From an optimization exercise on the open Yosys and OpenROAD flow, aimed at small area, a short achievable clock period and few clock cycles per item; shortcuts taken in it are not production practice.
Only simulation tests tie the RTL to the original design; equivalence was not proved.
No activity file was given, so power comes from the tool's default toggle rates.

Setup of v4:
Design key_led_fade_table, start of the top module:
module key_led_fade_table (
    input  logic                                i_clk,
    input  logic                                i_rst_n,
    input  logic                                s_axis_tvalid,
    output logic                                s_axis_tready,
    input  logic [kfade_pkg::IN_TDATA_W-1:0]    s_axis_tdata,    
    input  logic                                s_axis_tuser,    
    output logic                                m_axis_tvalid,
    input  logic                                m_axis_tready,
    output logic [kfade_pkg::OUT_TDATA_W-1:0]   m_axis_tdata,    
    output logic                                m_axis_tuser,    
    output logic                                m_axis_tlast     
);
clock: 8.0 ns
lec_check: 0
cap_margin: 30
core_margin: 2
core_utilization: 45
cts_buf_list: sky130_fd_sc_hd__clkbuf_8
cts_cluster_diameter: 80
cts_cluster_size: 14
setup_slack_margin: 4.2
slew_margin: 25
run.sh (not shown) runs the stock make flow with config.mk's settings and CLKGATE_MAP_FILE= SYNTH_SCRIPT=/design/flow/synth_recipe.tcl, a recipe that flattens the netlist after the stock synthesis.
v4 was carried through to the last stage, and its layout satisfied the timing, design-rule and antenna checks.
Testbench counts of v4, summed over its fixed seeds: cycles 10,762, items 4,800.
> inputs changed (v4 -> v52)
- changing SLEW_MARGIN from 25 to 30
- changing SETUP_SLACK_MARGIN from 4.2 to 4.4
- changing CAP_MARGIN from 30 to 40
--- outcome ---
- Compared with v4, v52 ends up with a larger final cell area.
- Between v4 and v52, non-clock buffer count increased.
- v52 reports a higher maximum fanout along the worst path than v4 does.
- Fmax: v52 above v4
For v48, these inputs were changed with respect to v52:
- swapping 45 for 55 in CORE_UTILIZATION
- clearing CTS_BUF_LIST, which used to be sky130_fd_sc_hd__clkbuf_8
- clearing CTS_CLUSTER_DIAMETER, which used to be 80
- clearing CTS_CLUSTER_SIZE, which used to be 14
- swapping 4.4 for 4.5 in SETUP_SLACK_MARGIN
### Flow results
Relative to v52, number of buffers created by CTS increased by 24% in v48.
v52 -> v48: timing-limited maximum frequency decreased slightly
[compare] base=v52 new=v48: global routing usage summed across all routing layers has increased; combinational share of power shrank by 1.1 points; sequential cell fraction of total power lost 11 points; routed length on met1 went up 2.9%.
v48: final period demand of the worst path higher than v52
Side by side, first-pass iteration count of the detailed router turned out higher in v48 than in v52.
Re TritonCTS sink count: no difference whatsoever between v48 and v52.
As far as mean instance size in the synthesized netlist goes, v48 and v52 are indistinguishable; the numbers are identical.
Path length in cells of the critical path, v52 and v48, higher one = v48.
#### Input delta (v22 over v48)
- a change of CAP_MARGIN from 40 to 30
- an added CTS_BUF_LIST of sky130_fd_sc_hd__clkbuf_8
- an added CTS_CLUSTER_SIZE of 14
- an added CTS_CLUSTER_DIAMETER of 80
- a change of SLEW_MARGIN from 30 to 25
- a change of SETUP_SLACK_MARGIN from 4.5 to 4.0
- a change of CORE_UTILIZATION from 55 to 45
- v22 ended up with u_back.r_wsfl[11] as its timing endpoint of the critical path; v48 ended up with r_oreg[15].
- Changes observed in v22 relative to v48: logic gate share of total power went up 0.3 points, area of the multi-input gates fell by about 7%, instance count on the critical path now sits lower, worst hold slack about even, die boundary width higher.

* * *

key_led_fade_table again, from the RTL that the note above started with.
// key_led_fade_table
module key_led_fade_table (
    input  logic                                i_clk,
    input  logic                                i_rst_n,
    input  logic                                s_axis_tvalid,
    output logic                                s_axis_tready,
    input  logic [kfade_pkg::IN_TDATA_W-1:0]    s_axis_tdata,    
    input  logic                                s_axis_tuser,    
    output logic                                m_axis_tvalid,
    input  logic                                m_axis_tready,
    output logic [kfade_pkg::OUT_TDATA_W-1:0]   m_axis_tdata,    
    output logic                                m_axis_tuser,    
    output logic                                m_axis_tlast     
);
export LEC_CHECK = 0
export CAP_MARGIN = 40
export CORE_MARGIN = 2
export CORE_UTILIZATION = 45
export SETUP_SLACK_MARGIN = 4.2
export SLEW_MARGIN = 30
create_clock -name core_clock -period 8.0 [get_ports {i_clk}]
Testbench counts at the start, summed over its fixed seeds: cycles 10,762, items 4,800.
Rerun with:
Settings changed: CTS_BUF_LIST set to sky130_fd_sc_hd__clkbuf_8, CTS_CLUSTER_DIAMETER set to 80, CTS_CLUSTER_SIZE set to 14.
Worst setup slack degrades by 0.093 ns.
Hold slack degrades by 0.0061 ns.
Die area stays the same.
Clock power goes down by 44%.
Utilization goes down by 2.3 points.
Global-route usage goes down by 0.14 points.

-- re-timing with driven ports --
The results above use ideal ports. As a check the final layouts listed here were re-extracted and re-timed, cells and wires unchanged.
Step 1 assumes that a clkbuf_16 drives the clock port and a buf_2 every other input.
Step 2 times the ports against the registers' clock, not the clock port: input delays grow and output delays shrink by t, the midpoint of the rising clock arrivals with the driver on.
Slacks: ideal ports / drivers / drivers and shift; pairs: ideal ports / drivers.
run	shift t [ns]	setup WS [ns]	clock arrival spread, ns
v4	1.097	4.068 / 4.068 / 4.068	0.055 / 0.055
v52	1.072	4.102 / 4.102 / 4.102	0.058 / 0.058
v48	0.943	4.050 / 4.050 / 4.050	0.058 / 0.058
v22	1.062	3.900 / 3.900 / 3.900	0.072 / 0.071
the first run of note 2	0.967	4.140 / 4.140 / 4.140	0.046 / 0.046
the second run of note 2	1.069	4.047 / 4.047 / 4.047	0.075 / 0.076
After both steps every run listed still meets setup and hold.
